This is an optimization exercise on Yosys and OpenROAD, whose aim is small area, a short achievable clock period and few clock cycles, not a production implementation. Only simulation tests tie the RTL to the original design; equivalence was not proved. Power is estimated from default activity; no workload was simulated.

## flow/flow/run.sh

```bash
#!/bin/bash
# Standard ORFS layout, with repair_timing asked for a larger setup margin than the
# 10 ns constraint needs, so that it keeps improving the critical paths, and plain
# buffers (not delay cells) on the ports.
set -euo pipefail
bash standard.sh SETUP_SLACK_MARGIN=6.4 TNS_END_PERCENT=100 \
  'BUFFER_PORTS_ARGS=-buffer_cell sky130_fd_sc_hd__buf_4' finish > standard_flow.log 2>&1
```

## flow/standard.sh

```bash
#!/bin/bash
# synth_recipe.tcl (not shown) runs the flow's synth.tcl, then flattens the netlist and writes it again
# the make line also repeats each setting of config.mk as NAME=value (left out here)
make -C /OpenROAD-flow-scripts/flow DESIGN_CONFIG=/design/flow/config.mk WORK_HOME=/design/flow/orfs CLKGATE_MAP_FILE= SYNTH_SCRIPT=/design/flow/synth_recipe.tcl "${@:-finish}"
```

## flow/config.mk

```make
export PLATFORM = sky130hd
export DESIGN_NAME = mipsCore
export DESIGN_NICKNAME = mipsCore
export VERILOG_FILES = /design/flow/design.v
export SDC_FILE = /design/flow/constraint.sdc
export NUM_CORES = 4
export LEC_CHECK = 0
export CAP_MARGIN = 20
export CELL_PAD_IN_SITES_DETAIL_PLACEMENT = 2
export CELL_PAD_IN_SITES_GLOBAL_PLACEMENT = 3
export CORE_MARGIN = 2
export CORE_UTILIZATION = 30
export CTS_CLUSTER_DIAMETER = 120
export CTS_CLUSTER_SIZE = 20
export PLACE_DENSITY = 0.5
export SLEW_MARGIN = 20
```

## flow/constraint.sdc

```tcl
create_clock -name core_clock -period 10.0 [get_ports {clk}]
set_input_delay 2.0000 -clock core_clock [delete_from_list [all_inputs] [get_ports {clk}]]
set_output_delay 2.0000 -clock core_clock [all_outputs]
set_load 0.01 [all_outputs]
```

## flow/design.v

```verilog
package mipsPkg;
  typedef logic [31:0] wordT;      
  typedef logic [4:0]  regAddrT;   
  typedef logic [31:0] addrT;      
  localparam int dmemWords = 64;   
  localparam logic [5:0] opRtype = 6'h00;
  localparam logic [5:0] opLw    = 6'h23;
  localparam logic [5:0] opSw    = 6'h2b;
  localparam logic [5:0] opBeq   = 6'h04;
  localparam logic [5:0] opAddiu = 6'h09;
  localparam logic [5:0] fnAddu = 6'h21;
  localparam logic [5:0] fnSubu = 6'h23;
  localparam logic [5:0] fnAnd  = 6'h24;
  localparam logic [5:0] fnOr   = 6'h25;
  localparam logic [5:0] fnSlt  = 6'h2a;
endpackage
`timescale 1ns/1ps
module regFile (
  input  logic             clk,
  input  logic             arstN,
  input  mipsPkg::regAddrT ra1,
  input  mipsPkg::regAddrT ra2,
  output mipsPkg::wordT    rd1,
  output mipsPkg::wordT    rd2,
  input  logic             we,
  input  mipsPkg::regAddrT wa,
  input  mipsPkg::wordT    wd
);
  mipsPkg::wordT regs [1:31];
  logic [31:1]   valid;
  always_ff @(posedge clk) begin
    for (int i = 1; i < 32; i++) begin
      if (we && (wa == 5'(i))) regs[i] <= wd;
    end
  end
  always_ff @(posedge clk or negedge arstN) begin
    if (!arstN) begin
      valid <= '0;
    end else begin
      for (int i = 1; i < 32; i++) begin
        if (we && (wa == 5'(i))) valid[i] <= 1'b1;
      end
    end
  end
  always_comb begin
    rd1 = '0;
    rd2 = '0;
    for (int i = 1; i < 32; i++) begin
      rd1 = rd1 | ({32{(ra1 == 5'(i)) && valid[i]}} & regs[i]);
      rd2 = rd2 | ({32{(ra2 == 5'(i)) && valid[i]}} & regs[i]);
    end
  end
endmodule
`timescale 1ns/1ps
module executeStage (
  input  logic [7:0]                    base,
  input  logic [7:0]                    off,
  output logic [mipsPkg::dmemWords-1:0] sel
);
  logic [7:0] p;
  logic [7:0] g;
  logic       c2;   
  assign p  = base ^ off;
  assign g  = base & off;
  assign c2 = g[1] | (p[1] & g[0]);
  always_comb begin
    for (int k = 0; k < mipsPkg::dmemWords; k++) begin
      logic [7:2] kb;
      logic       m;
      kb = 6'(k);
      m  = (p[2] ^ c2) == kb[2];
      for (int i = 3; i < 8; i++) begin
        m = m & ((p[i] ^ (g[i-1] | (p[i-1] & !kb[i-1]))) == kb[i]);
      end
      sel[k] = m;
    end
  end
endmodule
`timescale 1ns/1ps
module memoryStage (
  input  logic                          clk,
  input  logic                          arstN,
  input  logic [mipsPkg::dmemWords-1:0] sel,
  input  logic                          we,
  input  mipsPkg::wordT                 wd,
  output mipsPkg::wordT                 rd
);
  mipsPkg::wordT                 dmem [mipsPkg::dmemWords];
  logic [mipsPkg::dmemWords-1:0] written;
  always_ff @(posedge clk) begin
    for (int i = 0; i < mipsPkg::dmemWords; i++) begin
      if (we && sel[i]) dmem[i] <= wd;
    end
  end
  always_ff @(posedge clk or negedge arstN) begin
    if (!arstN) begin
      written <= '0;
    end else begin
      for (int i = 0; i < mipsPkg::dmemWords; i++) begin
        if (we && sel[i]) written[i] <= 1'b1;
      end
    end
  end
  always_comb begin
    rd = '0;
    for (int i = 0; i < mipsPkg::dmemWords; i++) begin
      rd = rd | ({32{sel[i] && written[i]}} & dmem[i]);
    end
  end
endmodule
`timescale 1ns/1ps
module mipsCore (
  input  logic             clk,
  input  logic             arstN,
  output mipsPkg::addrT    imemAddr,
  input  mipsPkg::wordT    imemData,
  output logic             wbValid,
  output mipsPkg::regAddrT wbReg,
  output mipsPkg::wordT    wbData
);
  logic [29:0] pcF;         
  logic [29:0] pcPlus1F;
  logic [29:0] targetF;     
  logic [16:0] loSumF;
  logic [15:0] loPlus1F;    
  logic        c16F;        
  logic [13:0] upF;         
  logic [13:0] upP1F;
  logic [13:0] upP2F;
  logic [13:0] upM1F;
  logic        uncF;        
  logic        redirectE;
  logic [29:0] targetE;
  logic        stallD;
  logic [29:0] pcNextF;
  logic [29:0] pcOut;       
  assign imemAddr = {pcOut, 2'b00};
  assign loPlus1F = pcF[15:0] + 16'd1;
  assign c16F     = &pcF[15:0];
  assign upF      = pcF[29:16];
  assign upP1F    = upF + 14'd1;
  assign upP2F    = upF + 14'd2;
  assign upM1F    = upF - 14'd1;
  assign pcPlus1F = {c16F ? upP1F : upF, loPlus1F};
  assign loSumF = {1'b0, loPlus1F} + {1'b0, imemData[15:0]};
  assign targetF[15:0] = loSumF[15:0];
  always_comb begin
    case ({c16F, loSumF[16], imemData[15]})
      3'b000:  targetF[29:16] = upF;
      3'b001:  targetF[29:16] = upM1F;
      3'b010:  targetF[29:16] = upP1F;
      3'b011:  targetF[29:16] = upF;
      3'b100:  targetF[29:16] = upP1F;
      3'b101:  targetF[29:16] = upF;
      3'b110:  targetF[29:16] = upP2F;
      default: targetF[29:16] = upP1F;
    endcase
  end
  assign uncF = (imemData[31:26] == mipsPkg::opBeq) && (imemData[25:21] == imemData[20:16]);
  assign pcNextF = redirectE ? targetE : stallD ? pcF : uncF ? targetF : pcPlus1F;
  always_ff @(posedge clk or negedge arstN) begin
    if (!arstN) begin
      pcF <= '0;
    end else begin
      pcF <= pcNextF;
    end
  end
  always_ff @(posedge clk) begin
    pcOut <= arstN ? pcNextF : '0;
  end
  logic [5:0]       opD;
  logic [5:0]       fnD;
  mipsPkg::regAddrT rsD;
  mipsPkg::regAddrT rtD;
  mipsPkg::regAddrT rdD;
  mipsPkg::regAddrT dstD;
  logic             isRD;
  logic             isAddiuD;
  logic             isLwD;
  logic             isSwD;
  logic             isBrD;
  logic             regWrD;
  logic             usesRsD;
  logic             usesRtD;
  logic             liveD;
  mipsPkg::wordT    rf1D;
  mipsPkg::wordT    rf2D;
  mipsPkg::wordT    aD;
  mipsPkg::wordT    bD;
  logic             deRegWr;
  logic             deLoad;
  logic             deStore;
  logic             deBranch;
  logic             deSub;      
  logic             deSelSum;   
  logic             deSelAnd;
  logic             deSelOr;
  logic             deSelSlt;
  logic             deFwdA;
  logic             deFwdB;
  logic             deFwdBAlu;   
  mipsPkg::regAddrT deDst;
  mipsPkg::wordT    deA;
  mipsPkg::wordT    deB;
  mipsPkg::wordT    deBAlu;      
  logic [15:0]      deImm;
  logic [29:0]      dePcPlus1;   
  logic             wRegWr;
  logic             wLoad;
  logic             wStore;
  mipsPkg::regAddrT wDst;
  mipsPkg::wordT    wData;     
  logic [63:0]      wSel;      
  mipsPkg::wordT    loadW;
  mipsPkg::wordT    resultW;
  logic             oValidOut;   
  mipsPkg::regAddrT oDstOut;
  mipsPkg::wordT    oDataOut;
  assign opD = imemData[31:26];
  assign fnD = imemData[5:0];
  assign rsD = imemData[25:21];
  assign rtD = imemData[20:16];
  assign rdD = imemData[15:11];
  assign isRD     = (opD == mipsPkg::opRtype) &&
                    ((fnD == mipsPkg::fnAddu) || (fnD == mipsPkg::fnSubu) || (fnD == mipsPkg::fnAnd) ||
                     (fnD == mipsPkg::fnOr) || (fnD == mipsPkg::fnSlt));
  assign isAddiuD = (opD == mipsPkg::opAddiu);
  assign isLwD    = (opD == mipsPkg::opLw);
  assign isSwD    = (opD == mipsPkg::opSw);
  assign isBrD    = (opD == mipsPkg::opBeq) && !uncF;   
  assign dstD     = isRD ? rdD : rtD;
  assign regWrD   = (isRD || isAddiuD || isLwD) && (dstD != 5'd0);   
  assign usesRsD  = isRD || isAddiuD || isLwD || isSwD || isBrD;
  assign usesRtD  = isRD || isSwD || isBrD;
  assign stallD = deLoad && deRegWr &&
                  ((usesRsD && (deDst == rsD)) || (usesRtD && (deDst == rtD)));
  assign liveD  = !redirectE && !stallD;   
  regFile uRegFile (
    .clk(clk), .arstN(arstN),
    .ra1(rsD), .ra2(rtD), .rd1(rf1D), .rd2(rf2D),
    .we(wRegWr), .wa(wDst), .wd(resultW)
  );
  assign aD = (wRegWr && (wDst == rsD)) ? resultW : rf1D;
  assign bD = (wRegWr && (wDst == rtD)) ? resultW : rf2D;
  always_ff @(posedge clk or negedge arstN) begin
    if (!arstN) begin
      deRegWr  <= 1'b0;
      deLoad   <= 1'b0;
      deStore  <= 1'b0;
      deBranch <= 1'b0;
    end else begin
      deRegWr  <= liveD && regWrD;
      deLoad   <= liveD && isLwD;
      deStore  <= liveD && isSwD;
      deBranch <= liveD && isBrD;
    end
  end
  always_ff @(posedge clk) begin
    deSub    <= isRD && ((fnD == mipsPkg::fnSubu) || (fnD == mipsPkg::fnSlt));
    deSelSum <= isAddiuD || (isRD && ((fnD == mipsPkg::fnAddu) || (fnD == mipsPkg::fnSubu)));
    deSelAnd <= isRD && (fnD == mipsPkg::fnAnd);
    deSelOr  <= isRD && (fnD == mipsPkg::fnOr);
    deSelSlt <= isRD && (fnD == mipsPkg::fnSlt);
    deFwdA   <= deRegWr && (deDst == rsD);
    deFwdB   <= deRegWr && (deDst == rtD);
    deDst    <= dstD;
    deA      <= aD;
    deB      <= bD;
    deBAlu   <= isAddiuD ? {{16{imemData[15]}}, imemData[15:0]} :
                (isRD && ((fnD == mipsPkg::fnSubu) || (fnD == mipsPkg::fnSlt))) ? ~bD : bD;
    deFwdBAlu <= deRegWr && (deDst == rtD) && !isAddiuD;
    deImm     <= imemData[15:0];
    dePcPlus1 <= pcPlus1F;
  end
  mipsPkg::wordT aE;
  mipsPkg::wordT bE;
  mipsPkg::wordT opBE;   
  mipsPkg::wordT sumE;
  logic          sumLsbE;   
  logic          sltE;
  logic [63:0]   selE;
  mipsPkg::wordT resultE;
  assign aE   = deFwdA ? wData : deA;
  assign bE   = deFwdB ? wData : deB;
  assign opBE = deFwdBAlu ? (wData ^ {32{deSub}}) : deBAlu;
  assign {sumE, sumLsbE} = {aE, 1'b1} + {opBE, deSub};   
  assign sltE = (aE[31] != bE[31]) ? aE[31] : sumE[31];
  executeStage uAddr (.base(aE[7:0]), .off(deImm[7:0]), .sel(selE));
  assign resultE = ({32{deSelSum}} & sumE) |
                   ({32{deSelAnd}} & (aE & bE)) |
                   ({32{deSelOr}}  & (aE | bE)) |
                   {31'd0, deSelSlt & sltE} |
                   ({32{deStore}}  & bE);
  assign redirectE = deBranch && (aE == bE);
  assign targetE   = dePcPlus1 + {{14{deImm[15]}}, deImm};
  always_ff @(posedge clk or negedge arstN) begin
    if (!arstN) begin
      wRegWr <= 1'b0;
      wLoad  <= 1'b0;
      wStore <= 1'b0;
    end else begin
      wRegWr <= deRegWr;
      wLoad  <= deLoad;
      wStore <= deStore;
    end
  end
  always_ff @(posedge clk) begin
    wDst  <= deDst;
    wData <= resultE;
    wSel  <= selE;
  end
  memoryStage uMemory (
    .clk(clk), .arstN(arstN),
    .sel(wSel), .we(wStore), .wd(wData), .rd(loadW)
  );
  assign resultW = wLoad ? loadW : wData;
  always_ff @(posedge clk) begin
    oValidOut <= arstN && wRegWr;
    oDstOut   <= wDst;
    oDataOut  <= resultW;
  end
  assign wbValid = oValidOut;
  assign wbReg   = oDstOut;
  assign wbData  = oDataOut;
endmodule
```

==> impl_metrics.toml, run 1 <==
[floorplan]
die_area_um2 = 463000
rows = 248
start_util = 0.301
coreArea_um2 = 456000
die_h_um = 680
die_x_um = 680
pin_count = 104

[clock_tree]
cts_tree = "done"
cts.path.max_buffers = 4
clk_pin_slew_ps = 90
cts_sinks = 3496
clk_latency_ps = 1020
cts_root_buf = "clkbuf_16"
h-tree-depth = 4
cts_made_buffers = 201
postCtsHoldBufs = 0

[detailed_routing]
dr_total_vias = 99100
drt_iter0_drc = 14800
drtAntennaViolNets = 0
routed_wirelength_um = 824000
firstDrtPassIters = 6
vias_per_cell = 6.43
drc = 0
wl_per_cell_um = 53.4

[power_and_ir_drop]
power.density_nw_per_um2 = 169
worst_ir_drop_vdd_v = 0.000142
p_leak_uw = 0.0478

[yosys]
ys_seq_area_frac = 0.736
synth_area_um2 = 137000
synthArstFlopShare = 0.0378
syn_inst = 8805
synthDistinctLibCells = 95
synth_flop_cell = "edfxtp_1"
yosys-top-cells-area = "edfxtp_1 66%, dfxtp_1 4.7%, a22oi_1 3.9%, a221oi_1 3.7%, a22o_1 3.6%"
synth.avg_cell_area_um2 = 15.6
synth-seq-cells = 3496
synth_edf_count = 3040
synth_top_area_frac = 0.665
yosysWarnings = 6
synth_area_leader_cell = "edfxtp_1"

[sta]
timing.final.crit_share = 0.400
setup_violations = 0
max_freq_ghz = 0.250
clock_skew_ps = 103
slew_violations = 0
period_needed_ps = 4000
rsz0062_at_grt = "yes"
tightestPinTransition_ps = 1270
fin_setup_tns_ps = 0
finalHoldViolCount = 0
maxSlewHeadroom = 0.152

[critical_path]
rrSetupSlack_ps = 6100
crit_path_end = "pcOut[22]"
r2r-start = "pcF[2]"
crit_required_ps = 10890
crit_arrival_ps = 4890
r2r.worst_path.cells = 18
crit_path_end_kind = "flop"
crit_start = "imemData[0]"
crit_fanout = 6
start_kind = "input pin"
crit_type = "input pin to flop"
r2r_end = "pcOut[22]"

[global_route]
grt_pass1_vias = 99300
grt_overflow = 0
grt_max_degree = 105
grtUsageTotal = 0.344
antenna_found_initial = 58
grt_pass1_wl_um = 1050000

[hold_path]
hold_path.class = "flop to flop"

[final_layout]
drive_above_1_share = 0.233
syn2layout_area_growth_pct = 18.7
final_util = 0.358
fin_nets = 9499

[placement]
dpl.hpwl_um = 471000
place.port_buffers = 101
gp_congestion = 0.855

[outcome]
status = "complete, no violations"

[run]
drv_cap = 0
-- state kept, by name (all words and copies together) (netlist names), 31 cells and up --
signal	cells
uMemory.dmem	2048
uRegFile.regs	992
uMemory.written	64
wSel	64
deA	32
deBAlu	32
deB	32
oDataOut	32
wData	32
uRegFile.valid	31
-- worst min path at each step --
stage | from | end | cells after the start
final | deDst[1] | wDst[1] | 0
after global routing | deDst[1] | wDst[1] | 0
after CTS | deDst[4] | wDst[4] | 0
after detailed placement | deDst[1] | wDst[1] | 0
after global placement | deDst[1] | wDst[1] | 0
after floorplan | wDst[2] | oDstOut[2] | 0
-- kinds of logic after synthesis --
family,count (synthesis),share of synthesized area
compound gates,2586,0.148
fa+ha+maj,160,0.0147
other cells,1,0.0000273
flops,3496,0.736
simple gates,1500,0.0589
buf+inv,778,0.0225
xor+xnor,210,0.0134
mux,74,0.00574
-- through the flow --
stage	instance area, um^2	setup WS (ps)	hold slack (ps)	total power, uW	std cells
finish	163000	6000	421	27600	15400
global route	163000	5890	436	28300	15400
floorplan	140000	5430	329	17500	8806
detailed placement	148000	4040	391	18200	14700
global placement	148000	4020	407	18200	14700
CTS	160000	6130	425	27600	15300
-- power by group --
| part | switching (uW) | internal, uW | leakage, uW |
|---|---|---|---|
| Combinational | 1330 | 953 | 0.0184 |
| Sequential | 239 | 15800 | 0.0266 |
| Clock | 5310 | 3900 | 0.00277 |
| Total | 6880 | 20700 | 0.0478 |
-- area by class of cell --
type                    instances  area (um^2)
diodes                         10         25.0
clock buffers                 297         5560
clock inverters                16          194
fillers                     44900       293000
inverters                     134          627
multi-input cells            4537        37900
flip-flops and latches       3496       101000
well taps                    6000         7510
repair buffers                905         9790
repair inverters               30          218
-- layout by cell type (no fill, tap or decap), drive strengths merged, types with 14 or more instances in the layout --
cell / count
mux2: 38
and3: 88
mux2i: 36
and2: 165
nor2: 263
a211oi: 14
nand4: 352
a221o: 16
o21ai: 120
nor4: 45
dfrtp: 132
ha: 157
clkinvlp: 64
inv: 109
dfxtp: 324
a221oi: 585
a22oi: 717
xnor2: 150
clkbuf: 317
o22ai: 14
a21oi: 255
or2: 103
a222oi: 96
nand3: 107
a22o: 559
edfxtp: 3040
a31oi: 18
o211ai: 29
buf: 876
nand2b: 17
a21o: 48
xor2: 60
nand2: 193
nor3: 115
-- per-layer routing --
metal	track usage	vias to the layer above	routed length [um]
met1	0.439	55100	324000
met2	0.581	5521	396000
met5	0	-	136
met4	0.152	20	45000
met3	0.0488	1489	58400
li1	-	37000	-
-- cell usage after synthesis, types with 134 or more instances --
| cell type | number |
|---|---|
| a21oi_1 | 250 |
| a221oi_1 | 585 |
| a22o_1 | 559 |
| a22oi_1 | 717 |
| and2_1 | 158 |
| clkbuf_1 | 486 |
| dfxtp_1 | 324 |
| edfxtp_1 | 3040 |
| ha_1 | 157 |
| inv_1 | 134 |
| nand2_1 | 192 |
| nand4_1 | 352 |
| nor2_1 | 262 |
| xnor2_1 | 150 |
-- worst max-delay path: stages --
cell and delay [ps]:
buf_12 100, ha_4 150, fa_2 370, a211oi_4 310, o21ai_4 130, and3_4 200
o21ai_4 260, buf_12 170, nand3_4 140, buf_4 230, buf_6 110, o21ai_2 120
a311oi_2 140, o31ai_2 280, and2_1 170
-- repair_timing --
item | in CTS | in global routing
endpoints found under the setup margin | 1174 | 734
pin swaps | 126 | 147
gates cloned | 49 | 16
gates resized for setup | 739 | 294
buffers inserted | 256 | 128
Testbench counts, summed over its fixed seeds: cycles 21,294.
==> inputs of run 2 (changes only) <==
--- a/flow/design.v
+++ b/flow/design.v
@@ -316,6 +316,12 @@
   assign resultW = wLoad ? loadW : wData;
+  always_ff @(posedge clk or negedge arstN) begin
+    if (!arstN) begin
+      oValidOut <= 1'b0;
+    end else begin
+      oValidOut <= wRegWr;
+    end
+  end
   always_ff @(posedge clk) begin
-    oValidOut <= arstN && wRegWr;
-    oDstOut   <= wDst;
-    oDataOut  <= resultW;
+    oDstOut  <= wDst;
+    oDataOut <= resultW;
   end
==> impl_metrics.toml, run 2 <==
[critical_path]
r2r.worst_path.cells = 15
crit_cells = 15
start_kind = "flop"
crit_required_ps = 10880
critPathSlowestCell = "or3_4"
cpPeakStageDelay_ps = 480
rrSetupSlack_ps = 5840
crit_family = "simple AND/OR/NAND/NOR gates"
crit_fanout = 6
crit_type = "flop to flop"
crit_arrival_ps = 5050
path_buf_inv = 2
crit_path_end_kind = "flop"
path_cells = "and4_4 > nand4_1 > buf_4 > nor3_2 > xor2_2 > ha_1 > or2_2 > or3_4 > a21oi_4 > buf_6 > and3_4 > o22ai_4 > o31ai_4 > o211ai_1 > a21oi_1"

[global_route]
grt_overflow = 0
grt_pass1_vias = 99500
grtUsageTotal = 0.344
grt_max_degree = 69
antenna_found_initial = 53
grt_pass1_wl_um = 1050000

[final_layout]
syn2layout_area_growth_pct = 19.6
fin_nets = 9555
drive_above_1_share = 0.243
stdcell_area_um2 = 164000
reg_top3 = "uMemory.dmem: 2048 flops, uRegFile.regs: 992 flops"
multiInputGateArea_um2 = 38200
largest_register_ffs = 2048
regMostFlops = "uMemory.dmem"
layout_commonest_cell = "edfxtp_1"
final_cell_mix = "3040 x edfxtp_1, 687 x a22oi_1, 612 x buf_4, 572 x a22o_1, 353 x a221oi_1"
fillCellCount = 44800
regArea_um2 = 101000

[floorplan]
die_area_um2 = 462000
pin_count = 104
rows = 248
coreArea_um2 = 456000
die_x_um = 680
start_util = 0.301
die_h_um = 680

[clock_tree]
cts_tree = "done"
cts_sinks = 3496
cts_made_buffers = 201
clk_latency_ps = 1010
cts.path.max_buffers = 4
clk_pin_slew_ps = 100
postCtsHoldBufs = 0
cts_root_buf = "clkbuf_16"
h-tree-depth = 4

[placement]
placed_cell_area_um2 = 149000
gp_congestion = 0.843
dpl.hpwl_um = 471000
place.port_buffers = 101

[hold_path]
holdPathStages = 0
hold_path.class = "flop to flop"

[sta]
finalHoldViolCount = 0
rsz0062_at_grt = "yes"
timing.final.crit_share = 0.416
tightestPinTransition_ps = 1210
slew_violations = 0
setup_violations = 0
clock_skew_ps = 83.5
maxSlewHeadroom = 0.196
period_needed_ps = 4160
max_freq_ghz = 0.240
fin_setup_tns_ps = 0

[yosys]
synth_area_leader_cell = "edfxtp_1"
synth_top_area_frac = 0.666
ys_seq_area_frac = 0.737
yosysWarnings = 6
synth_edf_count = 3040
synthArstFlopShare = 0.0380
yosysMostFrequentCell = "edfxtp_1"
synthDistinctLibCells = 82
synth.avg_cell_area_um2 = 15.5
syn_inst = 8815
synth_area_um2 = 137000
synth_common_cells = "3040 x edfxtp_1, 691 x a22oi_1, 600 x a221oi_1"
synth-seq-cells = 3496
synth_flop_cell = "edfxtp_1"
yosys-top-cells-area = "edfxtp_1 67%, dfxtp_1 4.7%, a221oi_1 3.8%, a22oi_1 3.8%, a22o_1 3.7%"

[power_and_ir_drop]
total_power_uw = 27800
p_leak_uw = 0.0509
power.density_nw_per_um2 = 169
worst_ir_drop_vdd_v = 0.000142

[detailed_routing]
firstDrtPassIters = 8
wl_per_cell_um = 53.3
drtAntennaViolNets = 0
drc = 0
drt_iter0_drc = 14500
vias_per_cell = 6.42
dr_total_vias = 99400
routed_wirelength_um = 826000

[run]
drv_cap = 0

[outcome]
status = "complete, no violations"
==> run 2: cell types whose count changed after synthesis, sizes merged, moves of 8 or more <==
cell | previous run | this run
buf | 158 | 77
clkbuf | 486 | 562
a22oi | 717 | 691
a221oi | 585 | 600
a22o | 559 | 574
inv | 134 | 147
nand2 | 192 | 204
nor2 | 263 | 275
nor3 | 115 | 126
nand3 | 106 | 96
a211oi | 14 | 22
a21o | 48 | 56
==> run 2: cell families after synthesis <==
logic type	synth area share
XOR/XNOR	0.0138
other	0.0000274
multiplexers	0.00552
buffers and inverters	0.0217
adder cells (fa/ha/maj)	0.0148
AO/OA/AOI/OAI	0.148
flip-flops	0.737
AND/OR/NAND/NOR	0.0588
==> run 2: report_power, final <==
part	internal, uW	switching [uW]	total [uW]
clock network	3930	5320	9250
logic	996	1440	2440
registers	15800	251	16100
==> run 2: final cells by class <==
| cell class | instances | area share |
|---|---|---|
| antenna | 12 | 0.000183 |
| clock buffer | 301 | 0.0342 |
| clock inverter | 14 | 0.00111 |
| inverter | 148 | 0.00417 |
| multi-input combinational | 4536 | 0.233 |
| sequential | 3496 | 0.617 |
| tap | 6000 | 0.0458 |
| timing repair buffer | 948 | 0.0629 |
| timing repair inverter | 30 | 0.00143 |
==> run 2: stage by stage <==
stage / util / worst slack (ps) / cells / hold WS, ps
after floorplan: - / 5490 / 8816 / 329
after global placement: 0.326 / 3710 / 14700 / 404
after detailed placement: 0.326 / 4110 / 14700 / 394
after CTS: 0.353 / 5880 / 15300 / 402
after global routing: 0.360 / 5630 / 15500 / 425
final: 0.360 / 5840 / 15500 / 392
==> run 2: final timing paths <==
check	start	endpoint
min in group asynchronous	arstN	oValidOut
min	deDst[4]	wDst[4]
min reg2reg	deDst[4]	wDst[4]
max reg2reg	pcF[4]	pcOut[28]
max	pcF[4]	pcOut[28]
max in group asynchronous	arstN	wStore
==> run 2: timing repair <==
action                                   CTS  global route
hold endpoints to repair                   0             0
resized for setup                        728           328
endpoints found under the setup margin  1212           864
cloned                                    47            15
pin swaps                                120           153
setup buffers                            276           132
==> run 2: routing by layer <==
layer / up-vias / global-route usage / wire length, um
met2: 5473 / 0.584 / 397000
li1: 37100 / - / -
met4: 12 / 0.137 / 41800
met5: - / 0 / 86
met3: 1480 / 0.0447 / 57500
met1: 55400 / 0.445 / 330000
Testbench counts of run 2, summed over its fixed seeds: cycles 21,294.
==> inputs of run 3 (changes only) <==
--- a/flow/flow/run.sh
+++ b/flow/flow/run.sh
@@ -5,3 +5,3 @@
 set -euo pipefail
-bash standard.sh SETUP_SLACK_MARGIN=6.4 TNS_END_PERCENT=100 \
+bash standard.sh SETUP_SLACK_MARGIN=6.25 TNS_END_PERCENT=100 \
   'BUFFER_PORTS_ARGS=-buffer_cell sky130_fd_sc_hd__buf_4' finish > standard_flow.log 2>&1
==> impl_metrics.toml, run 3 <==
[detailed_routing]
vias_per_cell = 6.43
routed_wirelength_um = 809000
firstDrtPassIters = 9
wl_per_cell_um = 52.8
drc = 0
drt_iter0_drc = 14500
drtAntennaViolNets = 0
dr_total_vias = 98400

[sta]
period_needed_ps = 4130
slew_violations = 0
timing.final.crit_share = 0.413
maxSlewHeadroom = 0.199
setup_violations = 0
clock_skew_ps = 113
tightestPinTransition_ps = 1200
max_freq_ghz = 0.242
finalHoldViolCount = 0
fin_setup_tns_ps = 0
rsz0062_at_grt = "yes"

[hold_path]
hold_start = "deDst[3]"
holdPathEnd = "wDst[3]"
holdPathStages = 0
hold_path.class = "flop to flop"

[yosys]
synth_top_family_by_area = "compound AO/OA/AOI/OAI gates"
synth_common_cells = "3040 x edfxtp_1, 691 x a22oi_1, 600 x a221oi_1"
synthMuxAreaShare = 0.00552
synthArstFlopShare = 0.0380
synth_flop_cell = "edfxtp_1"
yosysMostFrequentCell = "edfxtp_1"
synth_edf_count = 3040
synth_compound_area_frac = 0.148
synth_area_um2 = 137000
synth.avg_cell_area_um2 = 15.5
synthSimpleGateAreaFrac = 0.0588
synth_area_leader_cell = "edfxtp_1"
synth_top_area_frac = 0.666
synthXorXnorAreaFrac = 0.0138
yosys-top-cells-area = "edfxtp_1 67%, dfxtp_1 4.7%, a221oi_1 3.8%, a22oi_1 3.8%, a22o_1 3.7%"
ys_seq_area_frac = 0.737
synth-seq-cells = 3496
synthAdderAreaFrac = 0.0148
syn_inst = 8815
yosysWarnings = 6
synthDistinctLibCells = 82

[critical_path]
rrSetupSlack_ps = 5890
start_kind = "input pin"
crit_family = "simple AND/OR/NAND/NOR gates"
path_cells = "buf_4 > ha_4 > fa_2 > nand3_2 > a211oi_1 > o211a_4 > buf_6 > or3_4 > a21oi_4 > buf_12 > a21oi_2 > or4_4 > mux2i_1 > o21ai_1 > a21oi_1"
critPathSlowestCell = "or4_4"
crit_arrival_ps = 5030
crit_path_end_kind = "flop"
crit_fanout = 8
r2r.worst_path.cells = 20
r2r_end = "pcOut[21]"
cpPeakStageDelay_ps = 510
crit_type = "input pin to flop"
crit_required_ps = 10900
r2r-start = "pcF[5]"
path_buf_inv = 3

[global_route]
grt_pass1_vias = 98700
grt_pass1_wl_um = 1040000
antenna_found_initial = 48
grt_max_degree = 69
grt_overflow = 0
grtUsageTotal = 0.339

[final_layout]
syn2layout_area_growth_pct = 17.2
regMostFlops = "uMemory.dmem"
layout_commonest_cell = "edfxtp_1"
reg_top3 = "uMemory.dmem: 2048 flops, uRegFile.regs: 992 flops"
final_cell_mix = "3040 x edfxtp_1, 688 x a22oi_1, 574 x a22o_1, 565 x buf_4, 437 x a221oi_1"
stdcell_count = 15300
fillCellCount = 45000
drive_above_1_share = 0.214
largest_register_ffs = 2048
fin_nets = 9377

[floorplan]
pin_count = 104
die_x_um = 680
start_util = 0.301
coreArea_um2 = 456000
die_area_um2 = 462000
rows = 248
die_h_um = 680

[clock_tree]
h-tree-depth = 4
cts_tree = "done"
clk_pin_slew_ps = 100
cts.path.max_buffers = 4
cts_root_buf = "clkbuf_16"
clk_latency_ps = 1030
cts_sinks = 3496
cts_made_buffers = 201

[placement]
place_inst = 14600
dpl.hpwl_um = 463000
gp_congestion = 0.862
place.port_buffers = 101

[power_and_ir_drop]
worst_ir_drop_vdd_v = 0.000144
p_leak_uw = 0.0493
power.density_nw_per_um2 = 172

[outcome]
status = "complete, no violations"

[run]
drv_cap = 0
[run 3: cell types whose count changed in the layout (fill, tap and decap cells not counted), moves of 8 or more]
cell	previous run	this run
buf_6	130	88
xnor2_2	13	5
buf_12	109	64
buf_4	612	565
clkbuf_16	221	213
xnor2_1	137	145
a221oi_1	353	437
a221oi_2	243	162
buf_16	24	10
buf_8	46	24
a21oi_1	191	201
a21oi_2	45	34
[run 3: how the worst max path moves through the flow]
| stage | startpoint | endpoint | slack (ps) | depth (start not counted) |
|---|---|---|---|---|
| final | imemData[0] | pcOut[21] | 5870 | 15 |
| after global routing | pcF[5] | pcOut[23] | 5690 | 20 |
| after CTS | pcF[5] | pcOut[28] | 5870 | 19 |
| after detailed placement | imemData[20] | deBAlu[17] | 4210 | 11 |
| after global placement | imemData[19] | deBAlu[5] | 4200 | 11 |
| after floorplan | imemData[0] | pcOut[21] | 5490 | 13 |
[run 3: layout make-up]
class	count	area, um^2	share of cell area
Multi-Input combinational cell	4536	37500	0.234
Clock buffer	292	5410	0.0337
Clock inverter	20	319	0.00199
Inverter	148	676	0.00421
Antenna cell	19	47.5	0.000296
Sequential cell	3496	101000	0.630
Timing Repair inverter	27	200	0.00125
Timing Repair Buffer	773	7740	0.0482
Tap cell	6000	7510	0.0467
[run 3: cells by family (layout without fill, tap and decap cells)]
| group | count (synthesis) | after routing |
|---|---|---|
| AOI/OAI and AO/OA | 2574 | 2575 |
| xor gates and xnor gates | 216 | 216 |
| adders and majority gates | 160 | 160 |
| buffers and inverters | 787 | 1260 |
| DFF | 3496 | 3496 |
| muxes | 71 | 71 |
| other | 1 | 21 |
| and+or+nand+nor | 1510 | 1512 |
[run 3: timing repair]
action | CTS | global route
endpoints found under the setup margin | 1207 | 589
buffers inserted | 164 | 116
endpoints found under the hold margin | 0 | 0
resized for setup | 575 | 225
pin swaps | 77 | 114
hold buffers | 0 | 0
cloned | 41 | 10
[run 3: metrics by stage]
step	power, uW	worst slack, ps	hold slack, ps	instance area, um^2	utilization
floorplan	17500	5490	329	139000	-
global placement	18300	4200	388	148000	0.324
detailed placement	18300	4210	395	148000	0.325
CTS	27600	5870	414	158000	0.347
global route	28400	5690	426	161000	0.352
finish	27700	5870	411	161000	0.353
[run 3: per-layer routing]
metal,GRT usage,routed length [um]
met5,0,113
met4,0.125,37300
met3,0.0449,54500
met2,0.576,391000
met1,0.440,325000
[run 3: where the power goes]
group	switching (uW)	internal, uW
Sequential	241	15800
Combinational	1420	966
Clock	5330	3870
Total	7000	20700
==> inputs of run 4 (changes only) <==
--- a/flow/design.v
+++ b/flow/design.v
@@ -135,4 +135,3 @@
   logic [29:0] pcNextF;
-  logic [29:0] pcOut;       
-  assign imemAddr = {pcOut, 2'b00};
+  assign imemAddr = {pcF, 2'b00};
   assign loPlus1F = pcF[15:0] + 16'd1;
@@ -167,5 +166,2 @@
   end
-  always_ff @(posedge clk) begin
-    pcOut <= arstN ? pcNextF : '0;
-  end
   logic [5:0]       opD;
--- a/flow/flow/run.sh
+++ b/flow/flow/run.sh
@@ -5,3 +5,3 @@
 set -euo pipefail
-bash standard.sh SETUP_SLACK_MARGIN=6.25 TNS_END_PERCENT=100 \
+bash standard.sh SETUP_SLACK_MARGIN=6.4 TNS_END_PERCENT=100 \
   'BUFFER_PORTS_ARGS=-buffer_cell sky130_fd_sc_hd__buf_4' finish > standard_flow.log 2>&1
==> impl_metrics.toml, run 4 <==
[clock_tree]
h-tree-depth = 4
cts.path.max_buffers = 4
cts_tree = "done"
cts_made_buffers = 199
cts_sinks = 3466
clk_latency_ps = 1030
cts_root_buf = "clkbuf_16"
clk_pin_slew_ps = 90

[yosys]
synthDistinctLibCells = 94
synth_flop_cell = "edfxtp_1"
synthArstFlopShare = 0.0384
synth_area_um2 = 136000
yosysWarnings = 6
synth_common_cells = "3040 x edfxtp_1, 708 x a221oi_1, 688 x a22o_1"
yosys-top-cells-area = "edfxtp_1 67%, a221oi_1 4.6%, a22o_1 4.4%, dfxtp_1 4.3%, a22oi_1 2.6%"
synth_edf_count = 3040
syn_inst = 8675
yosysMostFrequentCell = "edfxtp_1"
synth-seq-cells = 3466
synth.avg_cell_area_um2 = 15.7
ys_seq_area_frac = 0.738
synth_top_area_frac = 0.670
synth_area_leader_cell = "edfxtp_1"

[global_route]
grtUsageTotal = 0.356
grt_pass1_vias = 99700
grt_overflow = 0
grt_max_degree = 69
grt_pass1_wl_um = 1080000
antenna_found_initial = 69

[final_layout]
layout_commonest_cell = "edfxtp_1"
fin_nets = 9596
fillCellCount = 44600
largest_register_ffs = 2048
reg_top3 = "uMemory.dmem: 2048 flops, uRegFile.regs: 992 flops"
final_cell_mix = "3040 x edfxtp_1, 690 x buf_4, 685 x a22o_1, 460 x a22oi_1, 405 x a221oi_1"
drive_above_1_share = 0.273
syn2layout_area_growth_pct = 22.1
regMostFlops = "uMemory.dmem"

[critical_path]
path_cells = "buf_4 > ha_2 > or4_1 > or3_4 > and3b_4 > or4_4 > o311a_4 > nand3_1 > a21oi_2 > a211o_1"
crit_path_end_kind = "flop"
r2r-start = "pcF[2]"
crit_type = "input pin to flop"
r2r.worst_path.cells = 18
critPathSlowestCell = "or4_1"
crit_family = "simple AND/OR/NAND/NOR gates"
path_buf_inv = 1
cpPeakStageDelay_ps = 550
crit_start = "imemData[8]"
r2r_end = "pcF[25]"
rrSetupSlack_ps = 6110
start_kind = "input pin"
crit_required_ps = 10850
crit_path_end = "pcF[24]"
crit_cells = 10
crit_fanout = 5
crit_arrival_ps = 4750

[floorplan]
die_h_um = 678
die_area_um2 = 459000
coreArea_um2 = 452000
rows = 247
pin_count = 104
die_x_um = 678
start_util = 0.301

[placement]
place.port_buffers = 101
gp_congestion = 0.867
dpl.hpwl_um = 479000

[detailed_routing]
drtAntennaViolNets = 0
drc = 0
dr_total_vias = 101000
firstDrtPassIters = 8
routed_wirelength_um = 850000
drt_iter0_drc = 16000
vias_per_cell = 6.50
wl_per_cell_um = 54.8

[hold_path]
hold_path.class = "flop to flop"
holdPathStages = 0

[sta]
hold_slack_ps = 415
fin_setup_tns_ps = 0
rsz0062_at_grt = "yes"
period_needed_ps = 3900
setup_violations = 0
maxSlewHeadroom = 0.190
slew_violations = 0
timing.final.crit_share = 0.390
clock_skew_ps = 101
max_freq_ghz = 0.257
tightestPinTransition_ps = 1210
finalHoldViolCount = 0

[power_and_ir_drop]
worst_ir_drop_vdd_v = 0.000146
power.density_nw_per_um2 = 167
total_power_uw = 27800
p_leak_uw = 0.0499

[outcome]
status = "complete, no violations"

[run]
drv_cap = 0
-- run 4: cell count changes after synthesis, sizes merged, moves of 17 or more --
cell | before | now
xnor2 | 153 | 129
xor2 | 63 | 81
nor3 | 126 | 101
o21ai | 114 | 136
nand4 | 348 | 302
a22o | 574 | 688
nand3 | 96 | 120
a21oi | 249 | 232
clkbuf | 562 | 522
a21o | 56 | 18
a221oi | 600 | 708
a22oi | 691 | 467
dfxtp | 323 | 293
buf | 77 | 109
-- run 4: metrics by stage --
stage / utilization / area [um^2] / std cells / setup WS, ps
floorplan: - / 139000 / 8676 / 5520
global placement: 0.326 / 148000 / 14500 / 3620
detailed placement: 0.326 / 148000 / 14500 / 3950
CTS: 0.359 / 162000 / 15300 / 6090
global route: 0.368 / 166000 / 15500 / 5980
finish: 0.368 / 166000 / 15500 / 6100
-- run 4: where the power goes --
part	leakage (uW)	switching (uW)	internal, uW
logic	0.0207	1600	1180
registers	0.0265	202	15700
clock network	0.00271	5300	3820
-- run 4: routing by layer --
metal  track usage  vias to the layer above  part of all wire
met1         0.464                    56000              0.40
met5             0                        -           0.00010
li1              -                    37100                 -
met3        0.0530                     1608             0.077
met4         0.179                       14             0.064
met2         0.579                     6103              0.46
-- run 4: kinds of logic (layout without fill, tap and decap cells) --
family / after synthesis / count (layout) / share of synthesized area
simple gates: 1469 / 1473 / 0.0579
xor+xnor: 210 / 210 / 0.0135
compound gates: 2522 / 2523 / 0.148
buf+inv: 772 / 1601 / 0.0219
mux: 75 / 75 / 0.00586
fa+ha+maj: 160 / 160 / 0.0149
flops: 3466 / 3466 / 0.738
other cells: 1 / 28 / 0.0000275
-- run 4: area by class of cell --
cell class	count	area [um^2]	share of cell area
Sequential cell	3466	101000	0.605
Multi-Input combinational cell	4443	38800	0.233
Timing Repair Buffer	1127	13000	0.0781
Tap cell	5976	7480	0.0449
Clock buffer	289	5430	0.0327
Inverter	141	648	0.00390
Clock inverter	20	208	0.00125
Timing Repair inverter	24	186	0.00112
Antenna cell	26	65.1	0.000391
-- run 4: how the worst min path moves through the flow --
stage,start,to,slack (ps)
after floorplan,wDst[2],oDstOut[2],330
after global placement,deDst[4],wDst[4],400
after detailed placement,deDst[4],wDst[4],400
after CTS,deDst[4],wDst[4],420
after global routing,deDst[2],wDst[2],430
final,deDst[4],wDst[4],420
-- run 4: repair_timing --
action / CTS / global route
pin swaps: 169 / 201
gates cloned: 50 / 13
setup buffers: 399 / 186
hold buffers: 0 / 0
resized for setup: 1003 / 391
setup endpoints to repair: 1214 / 712
Testbench counts of run 4, summed over its fixed seeds: cycles 21,294.

[afterwards: timing with drivers on the ports]
The results above use ideal ports. As a check the final layouts listed here were re-extracted and re-timed, cells and wires unchanged. Step 1: set_driving_cell puts a clkbuf_16 on clk and a buf_2 on each other input, an assumption about the parent block. Step 2 times the ports against the registers' clock, not the clock port: input delays grow and output delays shrink by t, the midpoint of the rising clock arrivals with the driver on. Three values: no drivers, after step 1, after step 2; two values: the first two.
run | t, ns | setup WS [ns] | latest minus earliest clock arrival (ns)
run 1 | 1.087 | 5.995 / 6.037 / 4.949 | 0.105 / 0.105
run 2 | 1.100 | 5.837 / 5.837 / 4.882 | 0.088 / 0.088
run 3 | 1.095 | 5.870 / 5.891 / 4.836 | 0.114 / 0.114
run 4 | 1.113 | 6.104 / 6.023 / 5.097 | 0.101 / 0.101
After both steps every run listed still meets setup and hold. For run 1, which loses most, drivers alone change the setup slack by +0.042 ns; drivers and shift together by -1.046 ns.
